From an optimization exercise on the open Yosys and OpenROAD flow, aimed at small area; shortcuts taken in it are not production practice. Function was checked by simulation only, so behaviour that the tests miss may differ from the original. No activity file was given, so power comes from the tool's default toggle rates.

Design gpu_top, start of the top module:
module gpu_top (
  input  logic                         Clk,
  input  logic                         rst_n,
  input  logic [13-1:0]   s_axi_awaddr,
  input  logic [2:0]                   s_axi_awprot,
  input  logic                         s_axi_awvalid,
  output logic                         s_axi_awready,
  input  logic [32-1:0]   s_axi_wdata,
  input  logic [32/8-1:0] s_axi_wstrb,
  input  logic                         s_axi_wvalid,
  output logic                         s_axi_wready,
  output logic [1:0]                   s_axi_bresp,
  output logic                         s_axi_bvalid,
  input  logic                         s_axi_bready,
  input  logic [13-1:0]   s_axi_araddr,
  input  logic [2:0]                   s_axi_arprot,
  input  logic                         s_axi_arvalid,
  output logic                         s_axi_arready,
  output logic [32-1:0]   s_axi_rdata,
  output logic [1:0]                   s_axi_rresp,
  output logic                         s_axi_rvalid,
  input  logic                         s_axi_rready,
  output logic [3:0]                   red,
  output logic [3:0]                   green,
  output logic [3:0]                   blue,
  output logic                         hsync,
  output logic                         vsync,
  output logic                         vde
);
Settings: LEC_CHECK=0, ABC_AREA=0, CAP_MARGIN=20, CORE_MARGIN=2, CORE_UTILIZATION=75, CTS_BUF_LIST=sky130_fd_sc_hd__clkbuf_8, CTS_CLUSTER_DIAMETER=60, CTS_CLUSTER_SIZE=20, SLEW_MARGIN=20; clock period 10.0 ns.
run.sh (not shown) runs the stock make flow with config.mk's settings and CLKGATE_MAP_FILE= SYNTH_SCRIPT=/design/flow/synth_recipe.tcl, a recipe that flattens the netlist after the stock synthesis.
==> next run, changes <==
ABC_AREA = 1   (was 0)
CAP_MARGIN = 0   (was 20)
CTS_CLUSTER_DIAMETER = 50   (was 60)
CTS_CLUSTER_SIZE = 18   (was 20)
SLEW_MARGIN = 0   (was 20)
Effect: Clock skew drops by 0.0043 ns. Final area is about the same. Hold slack got worse by 0.0086 ns. Cell count rose by 9.4%. Die area fell by 0.42%. Worst setup slack improved by 0.83 ns.
==> next run, changes <==
ABC_AREA = unset   (was 1)
CAP_MARGIN = 20   (was 0)
CORE_UTILIZATION = 60   (was 75)
CTS_CLUSTER_DIAMETER = 60   (was 50)
CTS_CLUSTER_SIZE = 20   (was 18)
SLEW_MARGIN = 20   (was 0)
Outcome: The new run ran to the end with no violations. Total power came out lower by 2.2%. Sequential cell count does not change. Global-route usage came out lower by 5.3 points. Count of clock-buffer cells in the layout goes down by 19. Wire length is lower by 2.3%. Register-to-register slack gets worse by 0.80 ns. Hold slack stays flat. Setup slack degrades by 0.80 ns. Sequential power barely changes.

---

Setup of job 8719:
Starting RTL as in the previous note.
==> flow/design.v (excerpt) <==
module gpu_top (
  input  logic                         Clk,
  input  logic                         rst_n,
  input  logic [13-1:0]   s_axi_awaddr,
  input  logic [2:0]                   s_axi_awprot,
  input  logic                         s_axi_awvalid,
  output logic                         s_axi_awready,
  input  logic [32-1:0]   s_axi_wdata,
  input  logic [32/8-1:0] s_axi_wstrb,
  input  logic                         s_axi_wvalid,
  output logic                         s_axi_wready,
  output logic [1:0]                   s_axi_bresp,
  output logic                         s_axi_bvalid,
  input  logic                         s_axi_bready,
  input  logic [13-1:0]   s_axi_araddr,
  input  logic [2:0]                   s_axi_arprot,
  input  logic                         s_axi_arvalid,
  output logic                         s_axi_arready,
  output logic [32-1:0]   s_axi_rdata,
  output logic [1:0]                   s_axi_rresp,
  output logic                         s_axi_rvalid,
  input  logic                         s_axi_rready,
  output logic [3:0]                   red,
  output logic [3:0]                   green,
  output logic [3:0]                   blue,
  output logic                         hsync,
  output logic                         vsync,
  output logic                         vde
);
export LEC_CHECK = 0
export ABC_AREA = 1
export CAP_MARGIN = 20
export CORE_MARGIN = 2
export CORE_UTILIZATION = 75
export CTS_BUF_LIST = sky130_fd_sc_hd__clkbuf_8
export CTS_CLUSTER_DIAMETER = 60
export CTS_CLUSTER_SIZE = 20
export SLEW_MARGIN = 20
create_clock -name core_clock -period 10.0 [get_ports {Clk}]
Job 8719: full flow OK, the timing, DRC and antenna checks passed
Modified inputs, job 124 compared to job 8719
Settings: CTS_CLUSTER_DIAMETER: 60 -> 40.
==> flow/flow/run.sh (new file) <==
#!/bin/bash
# The standard layout (standard.sh), with two changes: the port buffers are
# the smallest buffer cell, and clock tree synthesis adds no dummy loads.
set -euo pipefail
export BUFFER_PORTS_ARGS="-buffer_cell sky130_fd_sc_hd__buf_1"
export CTS_ARGS="-sink_clustering_enable -repair_clock_nets -dont_use_dummy_load -sink_clustering_size 20 -sink_clustering_max_diameter 40 -buf_list sky130_fd_sc_hd__clkbuf_8"
bash standard.sh finish > standard_flow.log 2>&1
==> flow/standard.sh (new file) <==
#!/bin/bash
# synth_recipe.tcl (not shown) runs the flow's synth.tcl, then flattens the netlist and writes it again
# the make line also repeats each setting of config.mk as NAME=value (left out here)
make -C /OpenROAD-flow-scripts/flow DESIGN_CONFIG=/design/flow/config.mk WORK_HOME=/design/flow/orfs CLKGATE_MAP_FILE= SYNTH_SCRIPT=/design/flow/synth_recipe.tcl "${@:-finish}"
removed: flow/run.sh
==> comparison <==
Job 124 reached the final stage; the timing, DRC and antenna checks on its layout passed.
Delta (job 124 minus job 8719): final routed wirelength across all metal layers shows a reduction of about 1.9%; share of power burned in the clock network shows an increase of 0.4 points; via count of the first global-routing pass shows a reduction of about 0.5%; period utilization shows an increase of 1.0 points; flip-flop and latch share of the layout cell area shows an increase of 0.47 points.
Job 124 reports a higher global routing usage on met3 than job 8719 does.
Side by side, global routing met1 resource utilization turned out lower in job 124 than in job 8719.
Job 124 — delay contributed by the slowest stage of the critical path 70 ps lower, job 8719 as reference
rdata_q[7] as the end point of the critical path was reported by job 124, and pre[1] by job 8719.
Job 124 vs job 8719: reported leakage power down slightly
Edits applied to the flow inputs when going from job 124 to job 4781:
Settings: a change of CTS_CLUSTER_DIAMETER from 40 to 50; a change of CORE_UTILIZATION from 75 to 85; a change of SLEW_MARGIN from 20 to 0; a change of CTS_CLUSTER_SIZE from 20 to 22; a change of CAP_MARGIN from 20 to 0.
==> flow/run.sh (new file) <==
#!/bin/bash
# synth_recipe.tcl (not shown) runs the flow's synth.tcl, then flattens the netlist and writes it again
# the make line also repeats each setting of config.mk as NAME=value (left out here)
make -C /OpenROAD-flow-scripts/flow DESIGN_CONFIG=/design/flow/config.mk WORK_HOME=/design/flow/orfs CLKGATE_MAP_FILE= SYNTH_SCRIPT=/design/flow/synth_recipe.tcl finish
removed: flow/flow/run.sh
removed: flow/standard.sh
Notes after the runs:
Job 124 was carried through to the last stage, and its layout satisfied the timing, DRC and antenna checks.
Flow for job 4781 halted at detailed placement, error code DPL-0033.
Job 4781 vs job 124, width of the chip went down by 6.0%.
Re simple-gate area share of the yosys netlist: no difference whatsoever between job 124 and job 4781.
Job 124 → job 4781: flop and latch count out of synthesis comparable; starting utilization of the core area increased 10 points; detailed placement HPWL increased 67%; number of rows created at floorplan down 7.
Relative to job 124, the final RePlAce weighted congestion measured on job 4781 has increased slightly.
Job 124 → job 4781: gate count after technology mapping closely matched the old numbers, vertical extent of the die decreased by about 6% relative to the old numbers.
Area after synthesis came out exactly the same in job 124 and job 4781.

-- separate check: timing with driven ports --
No port has a modelled driver above. Below, the same layouts with a new extraction and two added sets of constraints.
Step 1 sets driving cells, clkbuf_16 on the clock port and buf_2 on the other inputs (assumed; they add their load-dependent delay and slew).
Step 2, shift: input delay + t, output delay - t, t = (earliest + latest rising clock arrival at the registers) / 2. This alone moves slack from input paths to output paths.
Slacks: no drivers / after step 1 / after step 2; pairs: no drivers / after step 1.
run	shift t [ns]	setup slack, ns	worst setup path at the end	latest minus earliest clock arrival (ns)	worst data-port slew with drivers (ns)
the first run of note 1	0.939	2.026 / 2.026 / 2.026	register to register	0.041 / 0.041	0.18
the second run of note 1	0.940	2.856 / 2.856 / 2.670	input to register	0.040 / 0.040	0.07
the third run of note 1	0.945	2.056 / 2.056 / 2.056	register to register	0.048 / 0.048	0.16
job 8719	0.936	2.915 / 2.915 / 2.721	input to register	0.043 / 0.042	0.08
job 124	0.919	2.814 / 2.814 / 2.814	register to register	0.098 / 0.098	0.14
After both steps every run listed still meets setup and hold. For job 8719, which loses most, drivers alone change the setup slack by 0.000 ns; drivers and shift together by -0.194 ns.
